From an optimization exercise on the open Yosys and OpenROAD flow, aimed at small area and a short achievable clock period; shortcuts taken in it are not production practice. RTL that was checked went through simulation tests only; none was proved equivalent to the original. The RTL of runs 1 to 3 was laid out without a check of its function. Power and IR drop assume default switching activity.

### design.v
package trace_pkg;
  localparam int CLS_W   = 5;
  localparam int NUM_CLS = 17;
endpackage
module trace_classify (
  input  logic [5:0]  opcode,
  input  logic [5:0]  funct,
  output logic [16:0] dec,
  output logic [4:0]  cls
);
  logic rt;
  assign rt      = (opcode == 6'd0);
  assign dec[0]  = rt & (funct == 6'd32);
  assign dec[1]  = rt & (funct == 6'd34);
  assign dec[2]  = rt & (funct == 6'd36);
  assign dec[3]  = rt & (funct == 6'd37);
  assign dec[4]  = rt & (funct == 6'd2);
  assign dec[5]  = rt & (funct == 6'd42);
  assign dec[6]  = rt & (funct == 6'd8);
  assign dec[7]  = rt & (funct == 6'd0);
  assign dec[8]  = rt & (funct == 6'd27);
  assign dec[9]  = rt & (funct == 6'd16);
  assign dec[10] = rt & (funct == 6'd18);
  assign dec[11] = (opcode == 6'd35);
  assign dec[12] = (opcode == 6'd43);
  assign dec[13] = (opcode == 6'd13);
  assign dec[14] = (opcode == 6'd4);
  assign dec[15] = (opcode == 6'd2);
  assign dec[16] = ~|dec[15:0];
  always_comb begin
    cls = 5'd16;
    for (int k = 0; k < 16; k++)
      if (dec[k]) cls = 5'(k);
  end
endmodule
module trace_cnt_port (
  input  logic [271:0] cnt,
  input  logic [4:0]   sel,
  input  logic         live,
  output logic [15:0]  val
);
  always_comb begin
    val = '0;
    for (int k = 0; k < 17; k++)
      val = val | (cnt[16*k +: 16] & {16{(sel == 5'(k)) & live}});
  end
endmodule
module trace_fifo (
  input  logic        clk,
  input  logic        rst,
  input  logic        clr,
  input  logic        push,
  input  logic        ready,
  input  logic [84:0] wdata,
  output logic        valid,
  output logic [84:0] rdata,
  output logic [4:0]  level,
  output logic        overflow,
  output logic [15:0] drop_cnt
);
  logic [84:0] head_q;
  logic [84:0] buf_q [15];
  logic [84:0] head_d;
  logic [3:0]  bw_q, br_q;
  logic [4:0]  lvl_q;
  logic        ovf_q;
  logic [15:0] drop_q;
  logic        full, pop, acc, drop;
  logic        lvl0, lvl1;
  logic        head_in, head_buf, buf_wr;
  assign valid    = |lvl_q;
  assign full     = lvl_q[4];
  assign lvl0     = ~valid;
  assign lvl1     = (lvl_q == 5'd1);
  assign pop      = valid & ready & ~clr;
  assign acc      = push & ~clr & (~full | ready);
  assign drop     = push & ~clr & full & ~ready;
  assign level    = lvl_q;
  assign overflow = ovf_q;
  assign drop_cnt = drop_q;
  assign rdata    = head_q;
  assign head_in  = acc & (lvl0 | (lvl1 & pop));
  assign head_buf = pop & ~lvl0 & ~lvl1;
  assign buf_wr   = acc & ~head_in;
  always_ff @(posedge clk or negedge rst) begin
    if (!rst) begin
      bw_q   <= '0;
      br_q   <= '0;
      lvl_q  <= '0;
      ovf_q  <= 1'b0;
      drop_q <= '0;
    end else if (clr) begin
      bw_q   <= '0;
      br_q   <= '0;
      lvl_q  <= '0;
      ovf_q  <= 1'b0;
      drop_q <= '0;
    end else begin
      if (buf_wr)   bw_q <= (bw_q == 4'd14) ? 4'd0 : bw_q + 4'd1;
      if (head_buf) br_q <= (br_q == 4'd14) ? 4'd0 : br_q + 4'd1;
      if (acc & ~pop) lvl_q <= lvl_q + 5'd1;
      else if (pop & ~acc) lvl_q <= lvl_q - 5'd1;
      if (drop) begin
        ovf_q <= 1'b1;
        if (drop_q != 16'hffff) drop_q <= drop_q + 16'd1;
      end
    end
  end
  for (genvar k = 0; k < 15; k++) begin : g_ent
    always_ff @(posedge clk) begin
      if (buf_wr && bw_q == 4'(k)) buf_q[k] <= wdata;
    end
  end
  logic [15*85-1:0] buf_flat;
  logic [14:0]      rsel;
  for (genvar k = 0; k < 15; k++) begin : g_rd
    assign buf_flat[85*k +: 85] = buf_q[k];
    assign rsel[k] = head_buf & (br_q == 4'(k));
  end
  trace_rec_mux u_rmux (
    .ent   (buf_flat),
    .sel   (rsel),
    .in    (wdata),
    .in_en (head_in),
    .rec   (head_d)
  );
  always_ff @(posedge clk) begin
    if (head_in | head_buf) head_q <= head_d;
  end
endmodule
module trace_rec_mux (
  input  logic [15*85-1:0] ent,
  input  logic [14:0]      sel,
  input  logic [84:0]      in,
  input  logic             in_en,
  output logic [84:0]      rec
);
  always_comb begin
    rec = in & {85{in_en}};
    for (int k = 0; k < 15; k++)
      rec = rec | (ent[85*k +: 85] & {85{sel[k]}});
  end
endmodule
import trace_pkg::*;
module instr_trace_unit #(
  parameter int PC_W     = 32,
  parameter int DATA_W   = 32,
  parameter int DEPTH    = 16,
  parameter int STAMP_W  = 16,
  parameter int CNT_W    = 16,
  parameter int OVR_MODE = 0
) (
  input  logic                   clk,
  input  logic                   rst,
  input  logic                   en,
  input  logic                   clr,
  input  logic                   ret_valid,
  input  logic [PC_W-1:0]        ret_pc,
  input  logic [5:0]             ret_opcode,
  input  logic [5:0]             ret_funct,
  input  logic [DATA_W-1:0]      ret_wd,
  output logic                   tr_valid,
  input  logic                   tr_ready,
  output logic [PC_W-1:0]        tr_pc,
  output logic [4:0]             tr_class,
  output logic [DATA_W-1:0]      tr_wd,
  output logic [STAMP_W-1:0]     tr_stamp,
  output logic [$clog2(DEPTH):0] level,
  output logic                   overflow,
  output logic [CNT_W-1:0]       drop_cnt,
  input  logic [4:0]             cnt_sel,
  output logic [CNT_W-1:0]       cnt_val
);
  logic [15:0] stamp_q;
  logic        live_q;
  logic        push;
  logic [16:0] dec;
  logic [4:0]  cls;
  logic [84:0] rec_out;
  always_ff @(posedge clk or negedge rst) begin
    if (!rst) stamp_q <= '0;
    else      stamp_q <= stamp_q + 16'd1;
  end
  always_ff @(posedge clk or negedge rst) begin
    if (!rst) live_q <= 1'b0;
    else      live_q <= 1'b1;
  end
  assign push = en & ret_valid;
  trace_classify u_cls (
    .opcode (ret_opcode),
    .funct  (ret_funct),
    .dec    (dec),
    .cls    (cls)
  );
  logic [15:0] cnt_q [17];
  logic        wr, zero;
  assign wr   = push & ~clr;
  assign zero = clr | ~live_q;
  for (genvar k = 0; k < 17; k++) begin : g_cnt
    logic inc;
    assign inc = wr & dec[k] & ~(&cnt_q[k]);
    always_ff @(posedge clk) begin
      if (zero) cnt_q[k] <= {15'd0, wr & dec[k]};
      else      cnt_q[k] <= cnt_q[k] + {15'd0, inc};
    end
  end
  logic [271:0] cnt_flat;
  for (genvar k = 0; k < 17; k++) begin : g_flat
    assign cnt_flat[16*k +: 16] = cnt_q[k];
  end
  trace_cnt_port u_cport (
    .cnt  (cnt_flat),
    .sel  (cnt_sel),
    .live (live_q),
    .val  (cnt_val)
  );
  trace_fifo u_fifo (
    .clk      (clk),
    .rst      (rst),
    .clr      (clr),
    .push     (push),
    .ready    (tr_ready),
    .wdata    ({stamp_q, ret_pc, cls, ret_wd}),
    .valid    (tr_valid),
    .rdata    (rec_out),
    .level    (level),
    .overflow (overflow),
    .drop_cnt (drop_cnt)
  );
  assign {tr_stamp, tr_pc, tr_class, tr_wd} = rec_out;
endmodule
### flow/run.sh
#!/bin/bash
# Own layout flow: the standard ORFS flow (standard.sh), with these
# changes passed as make variables:
#  - the counter read port (module trace_cnt_port) and
#    the head-record select (trace_rec_mux), pure
#    combinational logic with no registers, are given as a hand-mapped
#    sky130 gate netlist written by flow/gen_mux.py, in place of its RTL;
#  - slow 4-high-stack OR/NOR cells and low-power inverters are added to
#    the don't-use list, for
#    synthesis and for the resizer alike;
#  - ports are buffered with the smallest buffer (the resizer upsizes any
#    that timing needs) instead of a delay cell;
#  - clock tree synthesis inserts no dummy loads (flow/cts_args.txt).
# Each step's full output goes to a log file in the folder this runs in.
set -euo pipefail
python3 flow/gen_mux.py design.v design_mapped.v > gen_mux.log 2>&1
PLAT="sky130_fd_sc_hd__probe_p_8 sky130_fd_sc_hd__probec_p_8 sky130_fd_sc_hd__lpflow_bleeder_1 sky130_fd_sc_hd__lpflow_clkbufkapwr_1 sky130_fd_sc_hd__lpflow_clkbufkapwr_16 sky130_fd_sc_hd__lpflow_clkbufkapwr_2 sky130_fd_sc_hd__lpflow_clkbufkapwr_4 sky130_fd_sc_hd__lpflow_clkbufkapwr_8 sky130_fd_sc_hd__lpflow_clkinvkapwr_1 sky130_fd_sc_hd__lpflow_clkinvkapwr_16 sky130_fd_sc_hd__lpflow_clkinvkapwr_2 sky130_fd_sc_hd__lpflow_clkinvkapwr_4 sky130_fd_sc_hd__lpflow_clkinvkapwr_8 sky130_fd_sc_hd__lpflow_decapkapwr_12 sky130_fd_sc_hd__lpflow_decapkapwr_3 sky130_fd_sc_hd__lpflow_decapkapwr_4 sky130_fd_sc_hd__lpflow_decapkapwr_6 sky130_fd_sc_hd__lpflow_decapkapwr_8 sky130_fd_sc_hd__lpflow_inputiso0n_1 sky130_fd_sc_hd__lpflow_inputiso0p_1 sky130_fd_sc_hd__lpflow_inputiso1n_1 sky130_fd_sc_hd__lpflow_inputiso1p_1 sky130_fd_sc_hd__lpflow_inputisolatch_1 sky130_fd_sc_hd__lpflow_isobufsrc_1 sky130_fd_sc_hd__lpflow_isobufsrc_16 sky130_fd_sc_hd__lpflow_isobufsrc_2 sky130_fd_sc_hd__lpflow_isobufsrc_4 sky130_fd_sc_hd__lpflow_isobufsrc_8 sky130_fd_sc_hd__lpflow_isobufsrckapwr_16 sky130_fd_sc_hd__lpflow_lsbuf_lh_hl_isowell_tap_1 sky130_fd_sc_hd__lpflow_lsbuf_lh_hl_isowell_tap_2 sky130_fd_sc_hd__lpflow_lsbuf_lh_hl_isowell_tap_4 sky130_fd_sc_hd__lpflow_lsbuf_lh_isowell_4 sky130_fd_sc_hd__lpflow_lsbuf_lh_isowell_tap_1 sky130_fd_sc_hd__lpflow_lsbuf_lh_isowell_tap_2 sky130_fd_sc_hd__lpflow_lsbuf_lh_isowell_tap_4"
SLOW=""
for c in or4 or4b or4bb nor4 nor4b nor4bb; do
  for s in 1 2 4; do SLOW="$SLOW sky130_fd_sc_hd__${c}_${s}"; done
done
SLOW="$SLOW sky130_fd_sc_hd__clkinvlp_2 sky130_fd_sc_hd__clkinvlp_4"
VARS=(
  "VERILOG_FILES=$PWD/design_mapped.v"
  "DONT_USE_CELLS=$PLAT$SLOW"
  "BUFFER_PORTS_ARGS=-buffer_cell sky130_fd_sc_hd__buf_1"
)
if [[ -f flow/cts_args.txt ]]; then VARS+=("CTS_ARGS=$(cat flow/cts_args.txt)"); fi
bash standard.sh synth "${VARS[@]}" > synth.log 2>&1
bash standard.sh finish "${VARS[@]}" > layout.log 2>&1
### standard.sh
#!/bin/bash
# synth_recipe.tcl (not shown) runs the flow's synth.tcl, then flattens the netlist and writes it again
# the make line also repeats each setting of config.mk as NAME=value (left out here)
make -C /OpenROAD-flow-scripts/flow DESIGN_CONFIG=/design/flow/config.mk WORK_HOME=/design/flow/orfs CLKGATE_MAP_FILE= SYNTH_SCRIPT=/design/flow/synth_recipe.tcl "${@:-finish}"
### flow/gen_mux.py
#!/usr/bin/env python3
"""Write gate-level (sky130_fd_sc_hd) versions of trace_cnt_port and
trace_rec_mux, and splice them into a design file in place of the RTL ones.
usage: gen_mux.py design_in.v design_out.v"""
import re, sys

P = 'sky130_fd_sc_hd__'

def cell(lines, kind, name, **pins):
    conn = ', '.join('.%s(%s)' % (k, v) for k, v in pins.items())
    lines.append('  %s%s %s (%s);' % (P, kind, name, conn))

def cnt_port():
    """Counter read port: sel decoded to a one-hot select twice (one copy per
    half of the output bits, to halve the select fanout), then per output bit
    an AND-OR of the 17 counters: a22oi pairs, and3 groups, nand3."""
    L = ['module trace_cnt_port (', '  input  wire [271:0] cnt,', '  input  wire [4:0]   sel,',
         '  input  wire         live,', '  output wire [15:0]  val', ');']
    L.append('  wire [4:0] sn;')
    for i in range(5):
        cell(L, 'inv_2', 'u_sn%d' % i, A='sel[%d]' % i, Y='sn[%d]' % i)
    lit = lambda i, v: ('sel[%d]' % i) if v else ('sn[%d]' % i)
    for h in range(2):
        L.append('  wire [7:0] a%d;' % h)
        L.append('  wire [2:0] b%d;' % h)
        L.append('  wire [16:0] oh%d;' % h)
        for m in range(8):
            cell(L, 'nand3_2', 'u_a%d_%d' % (h, m), A=lit(0, m & 1), B=lit(1, (m >> 1) & 1),
                 C=lit(2, (m >> 2) & 1), Y='a%d[%d]' % (h, m))
        for j, (b3, b4) in enumerate([(0, 0), (1, 0), (0, 1)]):
            cell(L, 'nand3_2', 'u_b%d_%d' % (h, j), A=lit(3, b3), B=lit(4, b4), C='live',
                 Y='b%d[%d]' % (h, j))
        for k in range(17):
            cell(L, 'nor2_2', 'u_oh%d_%d' % (h, k), A='a%d[%d]' % (h, k % 8), B='b%d[%d]' % (h, k // 8),
                 Y='oh%d[%d]' % (h, k))
    for i in range(16):
        oh = 'oh%d' % (i // 8)
        L.append('  wire [8:0] t%d;' % i)
        L.append('  wire [2:0] u%d;' % i)
        c = lambda k: 'cnt[%d]' % (16 * k + i)
        for m in range(8):
            cell(L, 'a22oi_1', 'u_t%d_%d' % (i, m), A1='%s[%d]' % (oh, 2 * m), A2=c(2 * m),
                 B1='%s[%d]' % (oh, 2 * m + 1), B2=c(2 * m + 1), Y='t%d[%d]' % (i, m))
        cell(L, 'nand2_1', 'u_t%d_8' % i, A='%s[16]' % oh, B=c(16), Y='t%d[8]' % i)
        for g in range(3):
            cell(L, 'and3_1', 'u_u%d_%d' % (i, g), A='t%d[%d]' % (i, 3 * g),
                 B='t%d[%d]' % (i, 3 * g + 1), C='t%d[%d]' % (i, 3 * g + 2), X='u%d[%d]' % (i, g))
        cell(L, 'nand3_2', 'u_o%d' % i, A='u%d[0]' % i, B='u%d[1]' % i, C='u%d[2]' % i, Y='val[%d]' % i)
    L.append('endmodule')
    return '\n'.join(L) + '\n'

def rec_mux():
    L = ['module trace_rec_mux (', '  input  wire [15*85-1:0] ent,', '  input  wire [14:0]      sel,',
         '  input  wire [84:0]      in,', '  input  wire             in_en,',
         '  output wire [84:0]      rec', ');']
    for b in range(85):
        L.append('  wire [5:0] x%d;' % b)
        L.append('  wire [1:0] y%d;' % b)
        terms = [('in_en', 'in[%d]' % b)] + [('sel[%d]' % k, 'ent[%d]' % (85 * k + b)) for k in range(15)]
        for g in range(5):
            (a1, a2), (b1, b2), (c1, c2) = terms[3 * g:3 * g + 3]
            cell(L, 'a222oi_1', 'u_x%d_%d' % (b, g), A1=a1, A2=a2, B1=b1, B2=b2, C1=c1, C2=c2,
                 Y='x%d[%d]' % (b, g))
        cell(L, 'nand2_1', 'u_x%d_5' % b, A=terms[15][0], B=terms[15][1], Y='x%d[5]' % b)
        for g in range(2):
            cell(L, 'nand3_1', 'u_y%d_%d' % (b, g), A='x%d[%d]' % (b, 3 * g), B='x%d[%d]' % (b, 3 * g + 1),
                 C='x%d[%d]' % (b, 3 * g + 2), Y='y%d[%d]' % (b, g))
        cell(L, 'or2_1', 'u_r%d' % b, A='y%d[0]' % b, B='y%d[1]' % b, X='rec[%d]' % b)
    L.append('endmodule')
    return '\n'.join(L) + '\n'

def splice(src, name, body):
    m = re.search(r'^module\s+%s\b.*?^endmodule\b[^\n]*\n' % name, src, re.S | re.M)
    if not m:
        sys.exit('module %s not found' % name)
    return src[:m.start()] + body + src[m.end():]

if __name__ == '__main__':
    src = open(sys.argv[1]).read()
    src = splice(src, 'trace_cnt_port', cnt_port())
    src = splice(src, 'trace_rec_mux', rec_mux())
    open(sys.argv[2], 'w').write(src)
### config.mk
export PLATFORM = sky130hd
export DESIGN_NAME = instr_trace_unit
export DESIGN_NICKNAME = instr_trace_unit
export VERILOG_FILES = /design/flow/design.v
export SDC_FILE = /design/flow/constraint.sdc
export NUM_CORES = 4
export LEC_CHECK = 0
export CAP_MARGIN = 20
export CORE_MARGIN = 2
export CORE_UTILIZATION = 55
export PLACE_DENSITY = 0.7
export SETUP_SLACK_MARGIN = 1.9
export SLEW_MARGIN = 20
export SYNTH_HIERARCHICAL = 1
export TNS_END_PERCENT = 100
### constraint.sdc
create_clock -name core_clock -period 5.5 [get_ports {clk}]
set_input_delay 1.1000 -clock core_clock [delete_from_list [all_inputs] [get_ports {clk}]]
set_output_delay 1.1000 -clock core_clock [all_outputs]
set_load 0.01 [all_outputs]
### flow/cts_args.txt
-sink_clustering_enable -repair_clock_nets -dont_use_dummy_load -sink_clustering_size 18 -sink_clustering_max_diameter 50 -buf_list sky130_fd_sc_hd__clkbuf_8
==> results.sh, run 1 <==
export IMPL_netlist_instances=4162
export IMPL_status="complete, no violations"
export IMPL_cts_buffers=146
export IMPL_grt_pass1_wl_um=248000
export IMPL_route_detailed_drc=0
export IMPL_core_um2=116000
export IMPL_die_h_um=346
export IMPL_ys_seq_elements=1679
export IMPL_finalNonFillerCells=6067
export IMPL_yosys_cell_count_top_type="edfxtp_1"
export IMPL_yosysWarnings=11
export IMPL_critPathLaunch="cnt_sel[1]"
export IMPL_maxSlewHeadroom_pct=27.6
export IMPL_dp_cells=5884
export IMPL_synth_edff_count=1360
export IMPL_first_global_vias=38799
export IMPL_startpoint_type="input port"
export IMPL_worst_pin_slew_ns=1.09
export IMPL_antenna_found_initial=8
export IMPL_cts_sinks=1679
export IMPL_synth_top_area_share_pct=63.5
export IMPL_routed_via_density=6.70
export IMPL_crit_end="cnt_val[10]"
export IMPL_htree_num_levels=4
export IMPL_yosysUniqueCellTypes=88
export IMPL_worstRegToRegCells=9
export IMPL_synth_common_cells="1,360 x edfxtp_1, 425 x a222oi_1, 298 x nand3_1"
export IMPL_ys_seq_area_share_pct=73.8
export IMPL_utilization_pct=61.2
export IMPL_fin_nets=4671
export IMPL_gp_congestion=0.951
export IMPL_rsz0062_at_grt="true"
export IMPL_drv_slew=0
export IMPL_clock_path_buffers=3
export IMPL_clk_pin_slew_worst_paths_ns=0.07
export IMPL_power_density_nw_per_um2=307
export IMPL_fmax_mhz=273
export IMPL_post_place_ws_ns=1.43
export IMPL_wl_um=168000
export IMPL_dieWidth_um=346
export IMPL_setup_viol=0
export IMPL_rows=125
export IMPL_ys_flop_type="edfxtp_1"
export IMPL_maxCapViolCount=0
export IMPL_clk_latency_ns=0.86
export IMPL_wl_per_cell_um=27.6
export IMPL_vias=40657
export IMPL_drive_gt1_share_pct=10.9
export IMPL_post_route_min_period_ns=3.66
export IMPL_fin_tns_setup_ns=0
export IMPL_synthArstFlopShare_pct=2.80
export IMPL_overflow=0
export IMPL_port_buffers=210
export IMPL_rr_startpoint="u_fifo.lvl_q[4]"
export IMPL_cts_root_buffer="clkbuf_8"
export IMPL_ant_nets=0
export IMPL_worstPathMaxFanout=9
export IMPL_hp_class="input port to asynchronous set/reset pin"
export IMPL_syn2layout_area_growth_pct=10.4
export IMPL_hold_viol=0
export IMPL_die_area_um2=120000
export IMPL_finalCritPeriodShare_pct=66.6
export IMPL_num_io_pins=211
export IMPL_drt_initial_drc_count=6800
export IMPL_drtPass1Iterations=12
export IMPL_ir_worst_vdd_v=0.000250
export IMPL_syn_num_nets=4294
export IMPL_cp_data_required_time_ns=4.40
export IMPL_reg2reg_to="u_fifo.head_q[13]"
export IMPL_end_kind="primary output"
export IMPL_dp_hpwl_um=94300
export IMPL_worstSetupPathType="input port to primary output"
export IMPL_syn_area_per_cell_um2=15.5
export IMPL_cp_arrival_ns=2.56
export IMPL_worst_slack_ns=1.84
export IMPL_netlist_top_cells_area="edfxtp_1 64%, dfxtp_1 8.5%, a222oi_1 6.6%"
export IMPL_fin_hold_ws_ns=0.405
export IMPL_initial_core_util_pct=55.4
export IMPL_syn_area_um2=64300
export IMPL_grt_max_degree=101
export IMPL_leakage_nw=23.0
export IMPL_cts_tree="built"
export IMPL_clock_skew_ns=0.0943
export IMPL_rrSetupSlack_ns=2.03
export IMPL_grt_use_total_pct=27.5
export IMPL_synth_top_cell_by_area="edfxtp_1"
Yosys stat by module (local to each module, per instance):
| module | times used | cells inside |
|---|---|---|
| trace_classify | 1 | 76 |
| trace_rec_mux | 1 | 765 |
| trace_cnt_port | 1 | 269 |
| trace_fifo | 1 | 1602 |
| instr_trace_unit | 1 | 1450 |
sequential cells by signal, summed over array words and instances, names as in the netlist:
name / flops
cnt_q: 272
live_q: 1
stamp_q: 16
u_fifo.br_q: 4
u_fifo.buf_q: 1275
u_fifo.bw_q: 4
u_fifo.drop_q: 16
u_fifo.head_q: 85
u_fifo.lvl_q: 5
u_fifo.ovf_q: 1
logic make-up after synthesis:
logic type / synth area share [%]
flip-flops: 73.8
other: 0.00583
XOR/XNOR: 3.10
AO/OA/AOI/OAI: 9.90
AND/OR/NAND/NOR: 11.5
adder cells (fa/ha/maj): 0.876
multiplexers: 0.0467
buffers and inverters: 0.802
layer usage:
metal,vias up,track usage [%],wire length (um),share of wire [%]
li1,17709,-,-,-
met1,20291,38.6,66400,40
met2,2313,43.1,77900,46
met3,340,5.06,17500,10
met4,4,10.1,5780,3.4
met5,-,0,26,0.016
worst max-delay path, stage by stage:
cell	delay, ns
clkbuf_4	0.20
inv_6	0.15
nand3_2	0.17
nor2_4	0.28
a22oi_1	0.13
and3_2	0.29
nand3_2	0.09
clkbuf_2	0.14
power by group:
group / internal [W] / switching [W] / total (W) / leakage [nW]
logic: 0.000432 / 0.00103 / 0.00147 / 6.50
clock network: 0.00237 / 0.00375 / 0.00611 / 1.05
registers: 0.0140 / 0.000191 / 0.0142 / 15.5
placed cells by master, fill, tap and decap left out, types with 45 or more instances in the layout:
cell type  instances
a222oi_1         425
nand2_1          192
edfxtp_1        1360
xnor2_1           45
a22oi_1          101
ha_1              45
dfxtp_1          272
or2_1             86
a21oi_1           67
clkbuf_8         146
and4_1            48
nor2_4            57
nor2_1           263
dfrtp_1           46
buf_12            47
nand4_1           96
xor2_1           181
and2_1            45
nand3_1          298
and3_1            66
buf_4             65
buf_1            187
final cells by class:
cell class                      count  area, um^2
Antenna cell                        6        15.0
Multi-Input combinational cell   2372       17200
Clock buffer                      146        2010
Timing Repair Buffer              323        2310
Sequential cell                  1679       47500
Fill cell                        8616       45000
Tap cell                         1524        1910
Inverter                           17        88.8
worst min path at each step:
stage | from | end | depth (start not counted) | slack [ns]
after global routing | rst | u_fifo.lvl_q[4] | 2 | 0.42
final | rst | u_fifo.lvl_q[3] | 2 | 0.41
after floorplan | cnt_q[1][15] | cnt_q[1][15] | 2 | 0.46
after detailed placement | cnt_q[14][14] | cnt_q[14][14] | 2 | 0.50
after CTS | rst | u_fifo.lvl_q[3] | 2 | 0.34
after global placement | cnt_q[14][14] | cnt_q[14][14] | 2 | 0.48
stage by stage:
stage / total power [W] / area (um^2)
after floorplan: 0.0152 / 64600
after global placement: 0.0159 / 68000
after detailed placement: 0.0159 / 68000
after CTS: 0.0219 / 70700
after global routing: 0.0225 / 71000
final: 0.0218 / 71000
timing repair:
item                       4_1_cts  5_1_grt
pin swaps                       23       36
setup buffers                   17       12
setup endpoints to repair       19       69
hold buffers                     0        0
gates cloned                     1        1
gates resized for setup        110       54
==> run 2: changes to the inputs <==
--- a/design.v
+++ b/design.v
@@ -60,7 +60,9 @@
 );
   logic [84:0] head_q;
   logic [84:0] buf_q [15];
-  logic [84:0] head_d;
+  logic [84:0] head_d, head_nxt;
+  logic [84:0] x;
+  logic        phase_q;
   logic [3:0]  bw_q, br_q;
   logic [4:0]  lvl_q;
   logic        ovf_q;
@@ -78,7 +80,8 @@
   assign level    = lvl_q;
   assign overflow = ovf_q;
   assign drop_cnt = drop_q;
-  assign rdata    = head_q;
+  assign rdata    = head_q ~^ {85{phase_q}};
+  assign x        = wdata ~^ {85{phase_q}};
   assign head_in  = acc & (lvl0 | (lvl1 & pop));
   assign head_buf = pop & ~lvl0 & ~lvl1;
   assign buf_wr   = acc & ~head_in;
@@ -106,10 +109,19 @@
       end
     end
   end
+  always_ff @(posedge clk or negedge rst) begin
+    if (!rst) phase_q <= 1'b0;
+    else      phase_q <= ~phase_q;
+  end
   for (genvar k = 0; k < 15; k++) begin : g_ent
-    always_ff @(posedge clk) begin
-      if (buf_wr && bw_q == 4'(k)) buf_q[k] <= wdata;
-    end
+    logic [84:0] nxt;
+    trace_hold_inv u_hold (
+      .en  (buf_wr && bw_q == 4'(k)),
+      .d   (x),
+      .q   (buf_q[k]),
+      .nxt (nxt)
+    );
+    always_ff @(posedge clk) buf_q[k] <= nxt;
   end
   logic [15*85-1:0] buf_flat;
   logic [14:0]      rsel;
@@ -120,13 +132,17 @@
   trace_rec_mux u_rmux (
     .ent   (buf_flat),
     .sel   (rsel),
-    .in    (wdata),
+    .in    (x),
     .in_en (head_in),
     .rec   (head_d)
   );
-  always_ff @(posedge clk) begin
-    if (head_in | head_buf) head_q <= head_d;
-  end
+  trace_hold_inv u_hhold (
+    .en  (head_in | head_buf),
+    .d   (head_d),
+    .q   (head_q),
+    .nxt (head_nxt)
+  );
+  always_ff @(posedge clk) head_q <= head_nxt;
 endmodule
 module trace_rec_mux (
   input  logic [15*85-1:0] ent,
@@ -140,6 +156,14 @@
     for (int k = 0; k < 15; k++)
       rec = rec | (ent[85*k +: 85] & {85{sel[k]}});
   end
+endmodule
+module trace_hold_inv (
+  input  logic        en,
+  input  logic [84:0] d,
+  input  logic [84:0] q,
+  output logic [84:0] nxt
+);
+  assign nxt = ~(en ? d : q);
 endmodule
 import trace_pkg::*;
 module instr_trace_unit #(
--- a/flow/run.sh
+++ b/flow/run.sh
@@ -1,7 +1,8 @@
 #!/bin/bash
 # Own layout flow: the standard ORFS flow (standard.sh), with these
 # changes passed as make variables:
-#  - the counter read port (module trace_cnt_port) and
+#  - the counter read port (module trace_cnt_port), the storage next-state
+#    logic (trace_hold_inv) and
 #    the head-record select (trace_rec_mux), pure
 #    combinational logic with no registers, are given as a hand-mapped
 #    sky130 gate netlist written by flow/gen_mux.py, in place of its RTL;
--- a/flow/gen_mux.py
+++ b/flow/gen_mux.py
@@ -1,6 +1,6 @@
 #!/usr/bin/env python3
-"""Write gate-level (sky130_fd_sc_hd) versions of trace_cnt_port and
-trace_rec_mux, and splice them into a design file in place of the RTL ones.
+"""Write gate-level (sky130_fd_sc_hd) versions of trace_cnt_port,
+trace_rec_mux and trace_hold_inv, and splice them into a design file in place of the RTL ones.
 usage: gen_mux.py design_in.v design_out.v"""
 import re, sys
 
@@ -69,6 +69,17 @@
     L.append('endmodule')
     return '\n'.join(L) + '\n'
 
+def hold_inv():
+    """nxt = ~(en ? d : q), one a22oi per bit."""
+    L = ['module trace_hold_inv (', '  input  wire        en,', '  input  wire [84:0] d,',
+         '  input  wire [84:0] q,', '  output wire [84:0] nxt', ');', '  wire en_n;']
+    cell(L, 'inv_2', 'u_en_n', A='en', Y='en_n')
+    for b in range(85):
+        cell(L, 'a22oi_1', 'u_n%d' % b, A1='en', A2='d[%d]' % b, B1='en_n', B2='q[%d]' % b,
+             Y='nxt[%d]' % b)
+    L.append('endmodule')
+    return '\n'.join(L) + '\n'
+
 def splice(src, name, body):
     m = re.search(r'^module\s+%s\b.*?^endmodule\b[^\n]*\n' % name, src, re.S | re.M)
     if not m:
@@ -79,4 +90,6 @@
     src = open(sys.argv[1]).read()
     src = splice(src, 'trace_cnt_port', cnt_port())
     src = splice(src, 'trace_rec_mux', rec_mux())
+    if re.search(r'^module\s+trace_hold_inv\b', src, re.M):
+        src = splice(src, 'trace_hold_inv', hold_inv())
     open(sys.argv[2], 'w').write(src)
==> results.sh, run 2 <==
export IMPL_status="complete, no violations"
export IMPL_grt_pass1_wl_um=316000
export IMPL_ys_flop_type="dfxtp_1"
export IMPL_slowest_stage="nor2_4"
export IMPL_ctsHoldBuffers=0
export IMPL_setup_viol=0
export IMPL_largest_register_ffs=1275
export IMPL_largest_registers="u_fifo.buf_q x1275, cnt_q x272, u_fifo.head_q x85"
export IMPL_rows=124
export IMPL_grt_use_total_pct=34.2
export IMPL_post_route_min_period_ns=3.70
export IMPL_fin_tns_setup_ns=0
export IMPL_htree_num_levels=4
export IMPL_worstPathMaxFanout=9
export IMPL_regMostFlops="u_fifo.buf_q"
export IMPL_dieWidth_um=342
export IMPL_grt_max_degree=117
export IMPL_ant_nets=0
export IMPL_rr_startpoint="u_fifo.lvl_q[0]"
export IMPL_hold_viol=0
export IMPL_startpoint_type="input port"
export IMPL_clock_path_buffers=3
export IMPL_end_kind="primary output"
export IMPL_maxCapViolCount=0
export IMPL_die_area_um2=117000
export IMPL_dp_cells=7528
export IMPL_initial_core_util_pct=55.2
export IMPL_drive_gt1_share_pct=10.1
export IMPL_clk_latency_ns=0.91
export IMPL_leakage_nw=24.6
export IMPL_clock_skew_ns=0.119
export IMPL_dp_hpwl_um=113000
export IMPL_drt_initial_drc_count=9833
export IMPL_slowest_delay_ns=0.31
export IMPL_first_global_vias=52453
export IMPL_drtPass1Iterations=14
export IMPL_syn2layout_area_growth_pct=11.9
export IMPL_cp_arrival_ns=2.60
export IMPL_synth_edff_count=0
export IMPL_port_buffers=210
export IMPL_yosysWarnings=12
export IMPL_gp_congestion=1.03
export IMPL_synth_common_cells="1,632 x dfxtp_1, 1,488 x a22oi_1, 425 x a222oi_1"
export IMPL_syn_area_um2=62900
export IMPL_syn_area_per_cell_um2=10.9
export IMPL_ys_seq_elements=1680
export IMPL_cts_sinks=1680
export IMPL_crit_path_cell_trace="buf_4 -> inv_6 -> nand3_2 -> nor2_4 -> a22oi_1 -> and3_4 -> nand3_2 -> buf_6"
export IMPL_die_h_um=342
export IMPL_ys_seq_area_share_pct=53.9
export IMPL_rsz0062_at_grt="true"
export IMPL_finalCritPeriodShare_pct=67.2
export IMPL_register_area_um2=33900
export IMPL_clk_pin_slew_worst_paths_ns=0.09
export IMPL_antenna_found_initial=1
export IMPL_overflow=0
export IMPL_cp_top_family="simple AND/OR/NAND/NOR gates"
export IMPL_maxSlewHeadroom_pct=23.2
export IMPL_critPathBufInv=3
export IMPL_worst_pin_slew_ns=1.15
export IMPL_fillers=9470
export IMPL_cts_tree="built"
export IMPL_ir_worst_vdd_v=0.000297
export IMPL_yosys_cell_count_top_type="dfxtp_1"
export IMPL_most_common_layout_cells="1,632 x dfxtp_1, 1,430 x a22oi_1, 425 x a222oi_1"
export IMPL_yosysUniqueCellTypes=91
export IMPL_fmax_mhz=270
export IMPL_fin_nets=6325
export IMPL_final_common_cell="dfxtp_1"
export IMPL_wl_um=210000
export IMPL_multi_input_area_um2=29300
export IMPL_synth_top_area_share_pct=52.0
export IMPL_synthArstFlopShare_pct=2.86
export IMPL_cts_buffers=143
export IMPL_synth_top_cell_by_area="dfxtp_1"
export IMPL_rrSetupSlack_ns=2.08
export IMPL_wl_per_cell_um=27.3
export IMPL_drv_slew=0
export IMPL_power_density_nw_per_um2=333
export IMPL_worstSetupPathType="input port to primary output"
export IMPL_netlist_instances=5757
export IMPL_routed_via_density=7.15
export IMPL_vias=55081
export IMPL_cp_data_required_time_ns=4.40
export IMPL_netlist_top_cells_area="dfxtp_1 52%, a22oi_1 18%, a222oi_1 6.8%"
export IMPL_crit_top_cell="nand3_2"
export IMPL_hp_class="input port to asynchronous set/reset pin"
export IMPL_core_um2=114000
export IMPL_critPathLaunch="cnt_sel[2]"
export IMPL_num_io_pins=211
export IMPL_cts_root_buffer="clkbuf_8"
export IMPL_syn_num_nets=5889
export IMPL_route_detailed_drc=0
export IMPL_finalNonFillerCells=7704
-- run 2: changes by cell type after synthesis, moves of 15 or more --
cell and delta:
or3_1 -17, a22oi_1 +1359, xnor2_1 +167, dfxtp_1 +1360
edfxtp_1 -1360, inv_2 +15
-- run 2: modules after synthesis, one instance, submodules excluded --
module            times used  flip-flops and latches  cells inside
trace_classify             1                       0            76
instr_trace_unit           1                     289          1458
trace_cnt_port             1                       0           269
trace_hold_inv            16                       0            86
trace_rec_mux              1                       0           765
trace_fifo                 1                    1391          1813
-- run 2: worst reg2reg max path: stages, from the launching register on --
cell and delay (ns):
dfrtp_1 0.47, inv_1 0.10, ha_1 0.30, nor2_1 0.25, o211a_1 0.25, nand3b_1 0.33
nor2_4 0.46, buf_12 0.47, a222oi_1 0.30, nand3_1 0.15, or2_1 0.12, a22oi_1 0.09
-- run 2: timing repair --
action | 4_1_cts | 5_1_grt
cloned | 0 | 1
buffers inserted | 20 | 9
setup endpoints to repair | 94 | 84
pin swaps | 19 | 44
resized for setup | 123 | 93
-- run 2: final cells by class --
class / count / area share, %
Tap cell: 1512 / 2.69
Clock buffer: 143 / 2.80
Multi-Input combinational cell: 3920 / 41.7
Inverter: 41 / 0.315
Sequential cell: 1680 / 48.2
Antenna cell: 1 / 0.00356
Timing Repair Buffer: 407 / 4.34
-- run 2: final timing paths --
| path | depth (start not counted) | to |
|---|---|---|
| max in group asynchronous | 2 | live_q |
| max reg2reg | 11 | u_fifo.head_q[25] |
| min reg2reg | 1 | u_fifo.buf_q[14][53] |
| max | 8 | cnt_val[14] |
| min | 2 | stamp_q[1] |
| min in group core_clock | 1 | u_fifo.buf_q[14][53] |
-- run 2: layer usage --
layer,vias up,GRT usage (%),share of wire [%]
met2,3464,52.9,45
li1,24023,-,-
met3,593,6.61,11
met1,27001,46.5,40
met4,0,15.7,4.0
met5,-,0,0
-- run 2: where the power goes --
part           switching, W  leakage, nW  internal [W]
registers          0.000766         15.2        0.0131
clock network       0.00389         1.03       0.00233
logic               0.00206         8.41       0.00131
total               0.00672         24.6        0.0167
-- run 2: cell families after synthesis --
kind of cell               Yosys count  synth area share [%]
xor gates and xnor gates           390                  5.48
buffers and inverters              158                  1.18
AOI/OAI and AO/OA                 2074                  26.3
and+or+nand+nor                   1393                  12.0
adders and majority gates           45                 0.895
other                                1               0.00596
DFF                               1680                  53.9
muxes                               16                 0.281
-- run 2: per-stage QoR --
step | setup slack [ns] | util, % | total power (W) | instance area (um^2) | hold WS [ns]
2_1_floorplan | 0.354 | - | 0.0159 | 63100 | 0.415
3_3_place_gp | 1.37 | 58.9 | 0.0173 | 67000 | 0.424
3_5_place_dp | 1.28 | 58.9 | 0.0174 | 67000 | 0.430
4_1_cts | 1.81 | 61.3 | 0.0234 | 69800 | 0.301
5_1_grt | 1.80 | 61.8 | 0.0243 | 70300 | 0.383
6_report | 1.80 | 61.8 | 0.0235 | 70300 | 0.346
==> run 3: changes to the inputs <==
--- a/design.v
+++ b/design.v
@@ -32,6 +32,33 @@
     for (int k = 0; k < 16; k++)
       if (dec[k]) cls = 5'(k);
   end
+endmodule
+module trace_cnt_rd (
+  input  logic [271:0] cnt,
+  input  logic [16:0]  dec,
+  input  logic         live,
+  output logic [15:0]  cur
+);
+  always_comb begin
+    cur = '0;
+    for (int k = 0; k < 17; k++)
+      cur = cur | (cnt[16*k +: 16] & {16{dec[k] & live}});
+  end
+endmodule
+module trace_sat_inc (
+  input  logic [15:0] cur,
+  output logic [15:0] nxt
+);
+  assign nxt = (cur + 16'd1) | {16{&cur}};
+endmodule
+module trace_cnt_next (
+  input  logic        we,
+  input  logic        keep,
+  input  logic [15:0] nxt,
+  input  logic [15:0] q,
+  output logic [15:0] d
+);
+  assign d = (nxt & {16{we}}) | (q & {16{keep}});
 endmodule
 module trace_cnt_port (
   input  logic [271:0] cnt,
@@ -216,21 +243,38 @@
     .dec    (dec),
     .cls    (cls)
   );
-  logic [15:0] cnt_q [17];
-  logic        wr, zero;
+  logic [15:0]  cnt_q [17];
+  logic [271:0] cnt_flat;
+  logic [15:0]  cur, nxt;
+  logic         wr, zero;
+  for (genvar k = 0; k < 17; k++) begin : g_flat
+    assign cnt_flat[16*k +: 16] = cnt_q[k];
+  end
+  trace_cnt_rd u_crd (
+    .cnt  (cnt_flat),
+    .dec  (dec),
+    .live (live_q),
+    .cur  (cur)
+  );
+  trace_sat_inc u_inc (
+    .cur (cur),
+    .nxt (nxt)
+  );
   assign wr   = push & ~clr;
   assign zero = clr | ~live_q;
   for (genvar k = 0; k < 17; k++) begin : g_cnt
-    logic inc;
-    assign inc = wr & dec[k] & ~(&cnt_q[k]);
-    always_ff @(posedge clk) begin
-      if (zero) cnt_q[k] <= {15'd0, wr & dec[k]};
-      else      cnt_q[k] <= cnt_q[k] + {15'd0, inc};
-    end
-  end
-  logic [271:0] cnt_flat;
-  for (genvar k = 0; k < 17; k++) begin : g_flat
-    assign cnt_flat[16*k +: 16] = cnt_q[k];
+    logic        we, keep;
+    logic [15:0] d;
+    assign we   = wr & dec[k];
+    assign keep = ~we & ~zero;
+    trace_cnt_next u_next (
+      .we   (we),
+      .keep (keep),
+      .nxt  (nxt),
+      .q    (cnt_q[k]),
+      .d    (d)
+    );
+    always_ff @(posedge clk) cnt_q[k] <= d;
   end
   trace_cnt_port u_cport (
     .cnt  (cnt_flat),
--- a/flow/run.sh
+++ b/flow/run.sh
@@ -2,7 +2,7 @@
 # Own layout flow: the standard ORFS flow (standard.sh), with these
 # changes passed as make variables:
 #  - the counter read port (module trace_cnt_port), the storage next-state
-#    logic (trace_hold_inv) and
+#    logic (trace_hold_inv, trace_cnt_next) and
 #    the head-record select (trace_rec_mux), pure
 #    combinational logic with no registers, are given as a hand-mapped
 #    sky130 gate netlist written by flow/gen_mux.py, in place of its RTL;
--- a/flow/gen_mux.py
+++ b/flow/gen_mux.py
@@ -1,6 +1,6 @@
 #!/usr/bin/env python3
 """Write gate-level (sky130_fd_sc_hd) versions of trace_cnt_port,
-trace_rec_mux and trace_hold_inv, and splice them into a design file in place of the RTL ones.
+trace_rec_mux, trace_hold_inv and trace_cnt_next, and splice them into a design file in place of the RTL ones.
 usage: gen_mux.py design_in.v design_out.v"""
 import re, sys
 
@@ -80,6 +80,16 @@
     L.append('endmodule')
     return '\n'.join(L) + '\n'
 
+def cnt_next():
+    """d = we & nxt | keep & q, one a22o per bit."""
+    L = ['module trace_cnt_next (', '  input  wire        we,', '  input  wire        keep,',
+         '  input  wire [15:0] nxt,', '  input  wire [15:0] q,', '  output wire [15:0] d', ');']
+    for b in range(16):
+        cell(L, 'a22o_1', 'u_d%d' % b, A1='we', A2='nxt[%d]' % b, B1='keep', B2='q[%d]' % b,
+             X='d[%d]' % b)
+    L.append('endmodule')
+    return '\n'.join(L) + '\n'
+
 def splice(src, name, body):
     m = re.search(r'^module\s+%s\b.*?^endmodule\b[^\n]*\n' % name, src, re.S | re.M)
     if not m:
@@ -90,6 +100,7 @@
     src = open(sys.argv[1]).read()
     src = splice(src, 'trace_cnt_port', cnt_port())
     src = splice(src, 'trace_rec_mux', rec_mux())
-    if re.search(r'^module\s+trace_hold_inv\b', src, re.M):
-        src = splice(src, 'trace_hold_inv', hold_inv())
+    for name, gen in (('trace_hold_inv', hold_inv), ('trace_cnt_next', cnt_next)):
+        if re.search(r'^module\s+%s\b' % name, src, re.M):
+            src = splice(src, name, gen())
     open(sys.argv[2], 'w').write(src)
==> results.sh, run 3 <==
export IMPL_cp_top_family="flip-flops"
export IMPL_vias=56265
export IMPL_cp_arrival_ns=2.75
export IMPL_synth_top_area_share_pct=54.2
export IMPL_dp_cells=6983
export IMPL_worst_slack_ns=1.65
export IMPL_yosysWarnings=14
export IMPL_hp_class="input port to asynchronous set/reset pin"
export IMPL_finalNonFillerCells=7234
export IMPL_yosysUniqueCellTypes=92
export IMPL_antenna_found_initial=2
export IMPL_routed_via_density=7.78
export IMPL_gp_congestion=0.975
export IMPL_drv_slew=0
export IMPL_drt_initial_drc_count=11211
export IMPL_netlist_instances=5197
export IMPL_status="complete, no violations"
export IMPL_first_global_vias=52981
export IMPL_power_frac_comb_pct=15.4
export IMPL_post_route_min_period_ns=3.85
export IMPL_seqPwrFrac_pct=58.4
export IMPL_switching_share_pct=28.8
export IMPL_fin_tns_setup_ns=0
export IMPL_p_int_w=0.0168
export IMPL_slowest_stage="dfrtp_4"
export IMPL_cp_data_required_time_ns=4.40
export IMPL_worstPathMaxFanout=7
export IMPL_dp_hpwl_um=121000
export IMPL_p_sw_w=0.00676
export IMPL_synth_top_cell_by_area="dfxtp_1"
export IMPL_route_detailed_drc=0
export IMPL_setup_viol=0
export IMPL_slowest_delay_ns=0.62
export IMPL_ant_nets=0
export IMPL_cts_buffers=139
export IMPL_clk_pin_slew_worst_paths_ns=0.11
export IMPL_clk_latency_ns=0.89
export IMPL_most_common_layout_cells="1,632 x dfxtp_1, 1,492 x a22oi_1, 441 x a222oi_1"
export IMPL_wl_um=240000
export IMPL_htree_num_levels=4
export IMPL_syn_num_nets=5291
export IMPL_ir_worst_vdd_v=0.000287
export IMPL_ys_seq_area_share_pct=56.2
export IMPL_largest_register_ffs=1275
export IMPL_startpoint_type="flop"
export IMPL_dieWidth_um=335
export IMPL_cts_sinks=1680
export IMPL_num_io_pins=211
export IMPL_worstSetupPathType="flop to primary output"
export IMPL_utilization_pct=64.2
export IMPL_initial_core_util_pct=55.4
export IMPL_maxSlewHeadroom_pct=17.4
export IMPL_synth_common_cells="1,632 x dfxtp_1, 1,568 x a22oi_1, 441 x a222oi_1"
export IMPL_clock_path_buffers=3
export IMPL_rr_startpoint="u_fifo.lvl_q[0]"
export IMPL_critPathBufInv=3
export IMPL_cts_tree="built"
export IMPL_final_common_cell="dfxtp_1"
export IMPL_rows=121
export IMPL_drive_gt1_share_pct=14.5
export IMPL_crit_top_cell="buf_12"
export IMPL_crit_path_cell_trace="nand3_4 -> buf_12 -> nor2_4 -> buf_12 -> a22oi_1 -> and3_1 -> nand3_2 -> clkbuf_2"
export IMPL_core_um2=109000
export IMPL_hold_viol=0
export IMPL_ys_flop_type="dfxtp_1"
export IMPL_end_kind="primary output"
export IMPL_syn_area_um2=60300
export IMPL_syn2layout_area_growth_pct=15.9
export IMPL_post_place_ws_ns=0.598
export IMPL_syn_area_per_cell_um2=11.6
export IMPL_fmax_mhz=260
export IMPL_ctsHoldBuffers=0
export IMPL_die_h_um=335
export IMPL_fin_hold_ws_ns=0.351
export IMPL_power_density_nw_per_um2=336
export IMPL_p_clk_share_pct=26.2
export IMPL_fin_nets=5914
export IMPL_rsz0062_at_grt="true"
export IMPL_overflow=0
export IMPL_largest_registers="u_fifo.buf_q x1275, cnt_q x272, u_fifo.head_q x85"
export IMPL_netlist_top_cells_area="dfxtp_1 54%, a22oi_1 20%, a222oi_1 7.3%"
export IMPL_grt_pass1_wl_um=345000
export IMPL_die_area_um2=112000
export IMPL_cts_root_buffer="clkbuf_8"
export IMPL_yosys_cell_count_top_type="dfxtp_1"
export IMPL_clock_skew_ns=0.113
export IMPL_finalCritPeriodShare_pct=70.0
export IMPL_worst_pin_slew_ns=1.24
export IMPL_synth_edff_count=0
export IMPL_regMostFlops="u_fifo.buf_q"
export IMPL_grt_max_degree=86
export IMPL_synthArstFlopShare_pct=2.86
export IMPL_maxCapViolCount=0
export IMPL_ys_seq_elements=1680
export IMPL_leakage_nw=24.8
export IMPL_grt_use_total_pct=40.4
export IMPL_port_buffers=210
export IMPL_critPathLaunch="live_q"
export IMPL_wl_per_cell_um=33.2
export IMPL_drtPass1Iterations=11
[run 3: cell count changes after synthesis, moves of 26 or more]
cell and change:
a22o_1 +288, a22oi_1 +80, and2_1 -32, and3_1 -50
and4_1 -38, ha_1 -38, nand2_1 -61, nand3_1 -84
nand4_1 -68, nor2_1 -240, xnor2_1 -26, xor2_1 -166
[run 3: layer usage]
layer  up-vias  global-route usage (%)  part of all wire (%)
li1      23090                       -                     -
met1     27153                    52.3                    36
met2      4909                    61.1                    43
met3      1111                    11.5                    14
met4         2                    22.3                   6.1
met5         -                       0                0.0029
[run 3: worst paths after layout]
| kind | to | cells past startpoint | slack (ns) |
|---|---|---|---|
| setup / recovery | cnt_val[3] | 8 | 1.65 |
| hold / removal | stamp_q[4] | 2 | 0.35 |
| setup reg to reg | u_fifo.head_q[65] | 11 | 1.98 |
| hold reg to reg | u_fifo.buf_q[8][52] | 1 | 0.44 |
| max in group asynchronous | live_q | 2 | 4.44 |
| min in group core_clock | u_fifo.buf_q[8][52] | 1 | 0.44 |
[run 3: kinds of logic (layout without fill, tap and decap cells)]
group / count (synthesis) / after routing / synth area share, %
mux: 7 / 9 / 0.133
fa+ha+maj: 7 / 7 / 0.145
compound gates: 2436 / 2437 / 32.7
simple gates: 757 / 758 / 7.05
buf+inv: 112 / 729 / 0.853
xor+xnor: 197 / 197 / 2.90
other cells: 1 / 3 / 0.00622
flops: 1680 / 1680 / 56.2
[run 3: area by class of cell]
class | instances | area (um^2)
Multi-Input combinational cell | 3409 | 27300
Antenna cell | 2 | 5.00
Tap cell | 1414 | 1770
Timing Repair Buffer | 556 | 4810
Sequential cell | 1680 | 33900
Fill cell | 8562 | 39000
Inverter | 34 | 183
Clock buffer | 139 | 1910
[run 3: worst reg2reg max path, delay by kind of cell, from the launching register on]
kind | cells | cell delay, ns
simple gates | 4 | 1.36
buf+inv | 3 | 0.83
compound gates | 3 | 0.39
flops | 1 | 0.48
fa+ha+maj | 1 | 0.28
[run 3: Yosys stat by module (local to each module, per instance)]
module            cells  flops+latches
trace_cnt_next       16              0
trace_cnt_rd        205              0
trace_rec_mux       765              0
trace_cnt_port      269              0
instr_trace_unit    371            289
trace_sat_inc        55              0
trace_fifo         1808           1391
trace_classify       76              0
trace_hold_inv       86              0
[run 3: power groups by stage]
| stage | logic (W) | clock network, W | registers, W |
|---|---|---|---|
| 6_report | 0.00361 | 0.00617 | 0.0137 |
| 5_1_grt | 0.00380 | 0.00662 | 0.0138 |
| 3_3_place_gp | 0.00335 | 0 | 0.0139 |
| 3_5_place_dp | 0.00340 | 0 | 0.0139 |
| 2_1_floorplan | 0.00208 | 0 | 0.0138 |
| 4_1_cts | 0.00348 | 0.00618 | 0.0137 |
[run 3: timing repair]
action,4_1_cts,5_1_grt
pin swaps,83,68
endpoints found under the setup margin,373,416
setup buffers,72,28
gates cloned,3,5
resized for setup,159,138
[run 3: metrics by stage]
stage	area [um^2]	total power (W)
after floorplan	60400	0.0159
after global placement	65300	0.0173
after detailed placement	65300	0.0173
after CTS	68900	0.0234
after global routing	69900	0.0242
final	69900	0.0235
==> run 4: changes to the inputs <==
--- a/design.v
+++ b/design.v
@@ -5,8 +5,7 @@
 module trace_classify (
   input  logic [5:0]  opcode,
   input  logic [5:0]  funct,
-  output logic [16:0] dec,
-  output logic [4:0]  cls
+  output logic [16:0] dec
 );
   logic rt;
   assign rt      = (opcode == 6'd0);
@@ -27,10 +26,15 @@
   assign dec[14] = (opcode == 6'd4);
   assign dec[15] = (opcode == 6'd2);
   assign dec[16] = ~|dec[15:0];
+endmodule
+module trace_cls_enc (
+  input  logic [16:0] dec,
+  output logic [4:0]  cls
+);
   always_comb begin
-    cls = 5'd16;
-    for (int k = 0; k < 16; k++)
-      if (dec[k]) cls = 5'(k);
+    cls = 5'd0;
+    for (int k = 0; k < 17; k++)
+      if (dec[k]) cls = cls | 5'(k);
   end
 endmodule
 module trace_cnt_rd (
@@ -240,8 +244,11 @@
   trace_classify u_cls (
     .opcode (ret_opcode),
     .funct  (ret_funct),
-    .dec    (dec),
-    .cls    (cls)
+    .dec    (dec)
+  );
+  trace_cls_enc u_enc (
+    .dec (dec),
+    .cls (cls)
   );
   logic [15:0]  cnt_q [17];
   logic [271:0] cnt_flat;
--- a/flow/run.sh
+++ b/flow/run.sh
@@ -1,11 +1,10 @@
 #!/bin/bash
 # Own layout flow: the standard ORFS flow (standard.sh), with these
 # changes passed as make variables:
-#  - the counter read port (module trace_cnt_port), the storage next-state
-#    logic (trace_hold_inv, trace_cnt_next) and
-#    the head-record select (trace_rec_mux), pure
-#    combinational logic with no registers, are given as a hand-mapped
-#    sky130 gate netlist written by flow/gen_mux.py, in place of its RTL;
+#  - the purely combinational modules (no registers) trace_classify,
+#    trace_cnt_rd, trace_sat_inc, trace_cnt_next, trace_cnt_port,
+#    trace_rec_mux and trace_hold_inv are given as hand-mapped sky130 gate
+#    netlists written by flow/gen_mux.py, in place of their RTL;
 #  - slow 4-high-stack OR/NOR cells and low-power inverters are added to
 #    the don't-use list, for
 #    synthesis and for the resizer alike;
--- a/flow/gen_mux.py
+++ b/flow/gen_mux.py
@@ -1,6 +1,7 @@
 #!/usr/bin/env python3
-"""Write gate-level (sky130_fd_sc_hd) versions of trace_cnt_port,
-trace_rec_mux, trace_hold_inv and trace_cnt_next, and splice them into a design file in place of the RTL ones.
+"""Write gate-level (sky130_fd_sc_hd) versions of the purely combinational
+modules trace_cnt_port, trace_rec_mux, trace_hold_inv, trace_cnt_next,
+trace_classify, trace_cnt_rd and trace_sat_inc, and splice them into a design file in place of the RTL ones.
 usage: gen_mux.py design_in.v design_out.v"""
 import re, sys
 
@@ -90,6 +91,114 @@
     L.append('endmodule')
     return '\n'.join(L) + '\n'
 
+def classify():
+    """One-hot class: R-type funct matches nor3(nand3 low, nand3 high, ~rt);
+    I-type opcode matches nor2(nand3 low, nand3 high); the unknown class as
+    rt & no funct match | ~rt & no opcode match."""
+    L = ['module trace_classify (', '  input  wire [5:0]  opcode,', '  input  wire [5:0]  funct,',
+         '  output wire [16:0] dec', ');', '  wire [5:0] opn, fnn;', '  wire r1, r2, rt, nrt;']
+    for i in range(6):
+        cell(L, 'inv_1', 'u_opn%d' % i, A='opcode[%d]' % i, Y='opn[%d]' % i)
+        cell(L, 'inv_1', 'u_fnn%d' % i, A='funct[%d]' % i, Y='fnn[%d]' % i)
+    cell(L, 'nor3_1', 'u_r1', A='opcode[0]', B='opcode[1]', C='opcode[2]', Y='r1')
+    cell(L, 'nor3_1', 'u_r2', A='opcode[3]', B='opcode[4]', C='opcode[5]', Y='r2')
+    cell(L, 'and2_1', 'u_rt', A='r1', B='r2', X='rt')
+    cell(L, 'nand2_1', 'u_nrt', A='r1', B='r2', Y='nrt')
+    halves = {}
+    def half(sig, neg, v, lo):
+        key = (sig, v, lo)
+        if key not in halves:
+            n = 'h_%s_%d_%d' % (sig, v, lo)
+            L.append('  wire %s;' % n)
+            bits = range(0, 3) if lo else range(3, 6)
+            lits = [('%s[%d]' % (sig, b)) if (v >> b) & 1 else ('%s[%d]' % (neg, b)) for b in bits]
+            cell(L, 'nand3_1', 'u_' + n, A=lits[0], B=lits[1], C=lits[2], Y=n)
+            halves[key] = n
+        return halves[key]
+    fns = [32, 34, 36, 37, 2, 42, 8, 0, 27, 16, 18]
+    ops = [35, 43, 13, 4, 2]
+    L.append('  wire [10:0] fm;')
+    L.append('  wire [4:0] om;')
+    for k, v in enumerate(fns):
+        a, b = half('funct', 'fnn', v, True), half('funct', 'fnn', v, False)
+        cell(L, 'nor3_1', 'u_dec%d' % k, A=a, B=b, C='nrt', Y='dec[%d]' % k)
+        cell(L, 'nor2_1', 'u_fm%d' % k, A=a, B=b, Y='fm[%d]' % k)
+    for j, v in enumerate(ops):
+        a, b = half('opcode', 'opn', v, True), half('opcode', 'opn', v, False)
+        cell(L, 'nor2_1', 'u_dec%d' % (11 + j), A=a, B=b, Y='dec[%d]' % (11 + j))
+        cell(L, 'nor2_1', 'u_om%d' % j, A=a, B=b, Y='om[%d]' % j)
+    L.append('  wire [3:0] nf;')
+    L.append('  wire [1:0] no;')
+    L.append('  wire nfany, nopany;')
+    cell(L, 'nor3_1', 'u_nf0', A='fm[0]', B='fm[1]', C='fm[2]', Y='nf[0]')
+    cell(L, 'nor3_1', 'u_nf1', A='fm[3]', B='fm[4]', C='fm[5]', Y='nf[1]')
+    cell(L, 'nor3_1', 'u_nf2', A='fm[6]', B='fm[7]', C='fm[8]', Y='nf[2]')
+    cell(L, 'nor2_1', 'u_nf3', A='fm[9]', B='fm[10]', Y='nf[3]')
+    cell(L, 'and4_1', 'u_nfany', A='nf[0]', B='nf[1]', C='nf[2]', D='nf[3]', X='nfany')
+    cell(L, 'nor3_1', 'u_no0', A='om[0]', B='om[1]', C='om[2]', Y='no[0]')
+    cell(L, 'nor2_1', 'u_no1', A='om[3]', B='om[4]', Y='no[1]')
+    cell(L, 'and2_1', 'u_nopany', A='no[0]', B='no[1]', X='nopany')
+    cell(L, 'a22o_1', 'u_dec16', A1='rt', A2='nfany', B1='nrt', B2='nopany', X='dec[16]')
+    L.append('endmodule')
+    return '\n'.join(L) + '\n'
+
+def cnt_rd():
+    """cur = live & OR_k dec[k] & cnt[k]: a22oi pairs, two and4, and the
+    class-16 term and live in a final a31oi."""
+    L = ['module trace_cnt_rd (', '  input  wire [271:0] cnt,', '  input  wire [16:0]  dec,',
+         '  input  wire         live,', '  output wire [15:0]  cur', ');', '  wire nlive;']
+    cell(L, 'inv_1', 'u_nlive', A='live', Y='nlive')
+    for i in range(16):
+        L.append('  wire [8:0] t%d;' % i)
+        L.append('  wire [1:0] u%d;' % i)
+        c = lambda k: 'cnt[%d]' % (16 * k + i)
+        for m in range(8):
+            cell(L, 'a22oi_1', 'u_t%d_%d' % (i, m), A1='dec[%d]' % (2 * m), A2=c(2 * m),
+                 B1='dec[%d]' % (2 * m + 1), B2=c(2 * m + 1), Y='t%d[%d]' % (i, m))
+        cell(L, 'nand2_1', 'u_t%d_8' % i, A='dec[16]', B=c(16), Y='t%d[8]' % i)
+        for g in range(2):
+            cell(L, 'and4_1', 'u_u%d_%d' % (i, g), A='t%d[%d]' % (i, 4 * g), B='t%d[%d]' % (i, 4 * g + 1),
+                 C='t%d[%d]' % (i, 4 * g + 2), D='t%d[%d]' % (i, 4 * g + 3), X='u%d[%d]' % (i, g))
+        cell(L, 'a31oi_1', 'u_o%d' % i, A1='u%d[0]' % i, A2='u%d[1]' % i, A3='t%d[8]' % i, B1='nlive',
+             Y='cur[%d]' % i)
+    L.append('endmodule')
+    return '\n'.join(L) + '\n'
+
+def sat_inc():
+    """nxt = (cur + 1) | all ones when cur is all ones; two-level AND carries."""
+    L = ['module trace_sat_inc (', '  input  wire [15:0] cur,', '  output wire [15:0] nxt', ');',
+         '  wire [16:1] c;', '  wire [15:0] s;', '  wire [3:0] g;', '  wire all1;']
+    x = lambda i: 'cur[%d]' % i
+    for q in range(4):
+        cell(L, 'and4_1', 'u_g%d' % q, A=x(4 * q), B=x(4 * q + 1), C=x(4 * q + 2), D=x(4 * q + 3),
+             X='g[%d]' % q)
+    # prefix within a group: p[q][j] = AND of cur[4q .. 4q+j]
+    pre = {}
+    for q in range(4):
+        pre[(q, 0)] = x(4 * q)
+        L.append('  wire [2:1] p%d;' % q)
+        cell(L, 'and2_1', 'u_p%d_1' % q, A=x(4 * q), B=x(4 * q + 1), X='p%d[1]' % q)
+        cell(L, 'and3_1', 'u_p%d_2' % q, A=x(4 * q), B=x(4 * q + 1), C=x(4 * q + 2), X='p%d[2]' % q)
+        pre[(q, 1)] = 'p%d[1]' % q
+        pre[(q, 2)] = 'p%d[2]' % q
+        pre[(q, 3)] = 'g[%d]' % q
+    for i in range(1, 17):
+        q, j = (i - 1) // 4, (i - 1) % 4
+        ins = ['g[%d]' % r for r in range(q)] + [pre[(q, j)]]
+        if len(ins) == 1:
+            L.append('  assign c[%d] = %s;' % (i, ins[0]))
+        else:
+            kind = {2: 'and2_1', 3: 'and3_1', 4: 'and4_1'}[len(ins)]
+            cell(L, kind, 'u_c%d' % i, X='c[%d]' % i, **dict(zip('ABCD', ins)))
+    L.append('  assign all1 = c[16];')
+    cell(L, 'inv_1', 'u_s0', A=x(0), Y='s[0]')
+    for i in range(1, 16):
+        cell(L, 'xor2_1', 'u_s%d' % i, A=x(i), B='c[%d]' % i, X='s[%d]' % i)
+    for i in range(16):
+        cell(L, 'or2_1', 'u_n%d' % i, A='s[%d]' % i, B='all1', X='nxt[%d]' % i)
+    L.append('endmodule')
+    return '\n'.join(L) + '\n'
+
 def splice(src, name, body):
     m = re.search(r'^module\s+%s\b.*?^endmodule\b[^\n]*\n' % name, src, re.S | re.M)
     if not m:
@@ -100,7 +209,9 @@
     src = open(sys.argv[1]).read()
     src = splice(src, 'trace_cnt_port', cnt_port())
     src = splice(src, 'trace_rec_mux', rec_mux())
-    for name, gen in (('trace_hold_inv', hold_inv), ('trace_cnt_next', cnt_next)):
+    for name, gen in (('trace_hold_inv', hold_inv), ('trace_cnt_next', cnt_next),
+                      ('trace_classify', classify), ('trace_cnt_rd', cnt_rd),
+                      ('trace_sat_inc', sat_inc)):
         if re.search(r'^module\s+%s\b' % name, src, re.M):
             src = splice(src, name, gen())
     open(sys.argv[2], 'w').write(src)
==> results.sh, run 4 <==
export IMPL_syn_num_nets=5311
export IMPL_initial_core_util_pct=55.4
export IMPL_overflow=0
export IMPL_ys_flop_type="dfxtp_1"
export IMPL_cts_sinks=1680
export IMPL_startpoint_type="input port"
export IMPL_worstPathMaxFanout=8
export IMPL_cts_root_buffer="clkbuf_8"
export IMPL_switching_share_pct=28.5
export IMPL_hold_viol=0
export IMPL_p_clk_share_pct=26.6
export IMPL_routed_via_density=7.61
export IMPL_cts_tree="built"
export IMPL_htree_num_levels=4
export IMPL_synth_top_area_share_pct=54.2
export IMPL_route_detailed_drc=0
export IMPL_finalNonFillerCells=7244
export IMPL_maxSlewHeadroom_pct=17.2
export IMPL_port_buffers=210
export IMPL_grt_max_degree=86
export IMPL_crit_top_cell="nand3_4"
export IMPL_yosysWarnings=13
export IMPL_ys_seq_elements=1680
export IMPL_syn_area_um2=60300
export IMPL_fin_area_um2=69400
export IMPL_synth_common_cells="1,632 x dfxtp_1, 1,616 x a22oi_1, 425 x a222oi_1"
export IMPL_maxCapViolCount=0
export IMPL_drive_gt1_share_pct=13.4
export IMPL_cts_buffers=143
export IMPL_cp_arrival_ns=2.73
export IMPL_synth_top_cell_by_area="dfxtp_1"
export IMPL_setup_viol=0
export IMPL_leakage_nw=24.4
export IMPL_die_area_um2=112000
export IMPL_fillers=8714
export IMPL_cp_data_required_time_ns=4.40
export IMPL_fin_hold_ws_ns=0.375
export IMPL_clk_latency_ns=0.91
export IMPL_fin_nets=5920
export IMPL_final_common_cell="dfxtp_1"
export IMPL_status="complete, no violations"
export IMPL_largest_registers="u_fifo.buf_q x1275, cnt_q x272, u_fifo.head_q x85"
export IMPL_wl_um=226000
export IMPL_synth_edff_count=0
export IMPL_clock_skew_ns=0.0900
export IMPL_netlist_instances=5218
export IMPL_grt_use_total_pct=37.7
export IMPL_hp_class="input port to asynchronous set/reset pin"
export IMPL_syn2layout_area_growth_pct=15.2
export IMPL_worst_pin_slew_ns=1.24
export IMPL_most_common_layout_cells="1,632 x dfxtp_1, 1,549 x a22oi_1, 425 x a222oi_1"
export IMPL_end_kind="primary output"
export IMPL_wl_per_cell_um=31.3
export IMPL_drt_initial_drc_count=10349
export IMPL_syn_area_per_cell_um2=11.6
export IMPL_finalCritPeriodShare_pct=69.7
export IMPL_rows=121
export IMPL_synthArstFlopShare_pct=2.86
export IMPL_power_frac_comb_pct=14.8
export IMPL_crit_path_cell_trace="buf_2 -> inv_2 -> nand3_4 -> buf_12 -> nor2_4 -> a22oi_1 -> and3_4 -> nand3_4 -> buf_6"
export IMPL_worstSetupPathType="input port to primary output"
export IMPL_utilization_pct=63.9
export IMPL_clk_pin_slew_worst_paths_ns=0.11
export IMPL_dp_cells=7015
export IMPL_place_area_um2=65100
export IMPL_drtPass1Iterations=14
export IMPL_dp_hpwl_um=113000
export IMPL_ir_worst_vdd_v=0.000279
export IMPL_ys_seq_area_share_pct=56.2
export IMPL_fin_tns_setup_ns=0
export IMPL_dieWidth_um=335
export IMPL_rsz0062_at_grt="true"
export IMPL_drv_slew=0
export IMPL_num_io_pins=211
export IMPL_slowest_stage="a22oi_1"
export IMPL_p_int_w=0.0168
export IMPL_die_h_um=335
export IMPL_gp_congestion=0.930
export IMPL_grt_pass1_wl_um=327000
export IMPL_yosys_cell_count_top_type="dfxtp_1"
export IMPL_p_sw_w=0.00670
export IMPL_post_route_min_period_ns=3.83
export IMPL_clock_path_buffers=3
export IMPL_vias=55153
export IMPL_netlist_top_cells_area="dfxtp_1 54%, a22oi_1 20%, a222oi_1 7.1%"
export IMPL_core_um2=109000
export IMPL_antenna_found_initial=6
export IMPL_slowest_delay_ns=0.40
export IMPL_regMostFlops="u_fifo.buf_q"
export IMPL_power_density_nw_per_um2=338
export IMPL_largest_register_ffs=1275
export IMPL_seqPwrFrac_pct=58.5
export IMPL_first_global_vias=51747
export IMPL_fmax_mhz=261
export IMPL_yosysUniqueCellTypes=74
export IMPL_ant_nets=0
[run 4: cells by family after synthesis]
kind of cell,Yosys count,synth area share (%)
mux,6,0.110
xor+xnor,200,2.93
simple gates,821,7.68
fa+ha+maj,6,0.125
other cells,1,0.00622
flops,1680,56.2
compound gates,2413,32.3
buf+inv,91,0.683
[run 4: area by class of cell]
type                    instances  area [um^2]  area share [%]
diodes                          5         12.5          0.0180
clock buffers                 143         1970            2.84
inverters                      46          218           0.314
multi-input cells            3450        27400            39.5
flip-flops and latches       1680        33900            48.8
well taps                    1414         1770            2.55
repair buffers                506         4180            6.01
[run 4: final timing paths]
kind                                            to  slack (ns)  cells past startpoint                from
worst max-delay path                    cnt_val[4]        1.67                      9          cnt_sel[3]
worst min-delay path                   stamp_q[13]        0.38                      2                 rst
worst max register to register   u_fifo.head_q[40]        2.03                     12     u_fifo.lvl_q[0]
worst min register to register  u_fifo.buf_q[9][1]        0.44                      1  u_fifo.buf_q[9][1]
max in group asynchronous           u_fifo.phase_q        4.55                      2                 rst
min in group core_clock         u_fifo.buf_q[9][1]        0.44                      1  u_fifo.buf_q[9][1]
[run 4: metrics by stage]
stage | worst slack [ns] | total power [W]
finish | 1.67 | 0.0235
global route | 1.66 | 0.0242
CTS | 1.74 | 0.0233
detailed placement | 0.504 | 0.0172
global placement | 0.527 | 0.0172
floorplan | 0.351 | 0.0159
[run 4: modules after synthesis, one instance, submodules excluded, excerpt]
module | cell area (um^2) | flip-flops and latches | cells inside
trace_fifo | 31000 | 1391 | 1811
instr_trace_unit | 6400 | 289 | 371
trace_classify | 410 | 0 | 89
trace_cnt_next | 140 | 0 | 16
trace_sat_inc | 405 | 0 | 56
trace_cnt_port | 1930 | 0 | 269
trace_cnt_rd | 1410 | 0 | 193
trace_hold_inv | 642 | 0 | 86
[run 4: worst max-delay path, delay by kind of cell]
kind	cells	cell delay, ns
simple gates	4	0.56
compound gates	1	0.40
buf+inv	4	0.66
[run 4: power by group through the flow]
stage,registers [W],clock network (W),logic (W)
2_1_floorplan,0.0138,0,0.00208
3_3_place_gp,0.0139,0,0.00320
3_5_place_dp,0.0140,0,0.00328
4_1_cts,0.0137,0.00627,0.00332
5_1_grt,0.0138,0.00672,0.00370
6_report,0.0137,0.00624,0.00348
[run 4: repair_timing]
item | CTS | global route
buffers inserted | 34 | 39
endpoints found under the setup margin | 372 | 544
hold buffers | 0 | 0
gates cloned | 0 | 7
resized for setup | 179 | 88
pin swaps | 66 | 52
[run 4: metal layers]
layer  vias up  routed length (um)  global-route usage [%]  share of wire [%]
met5         -                  15                  0.0434             0.0066
met1     26971               87100                    50.4                 38
met2      4300               98400                    56.8                 43
met3       771               29900                    9.08                 13
li1      23109                   -                       -                  -
met4         2               11000                    19.0                4.9

Re-timed with assumed drivers on the ports (clkbuf_16 on the clock, buf_2 on other inputs), run 4 has 1.638 ns of setup slack against 1.667 ns with ideal ports, and 1.127 ns once port delays also move by the mid clock arrival of 0.921 ns.
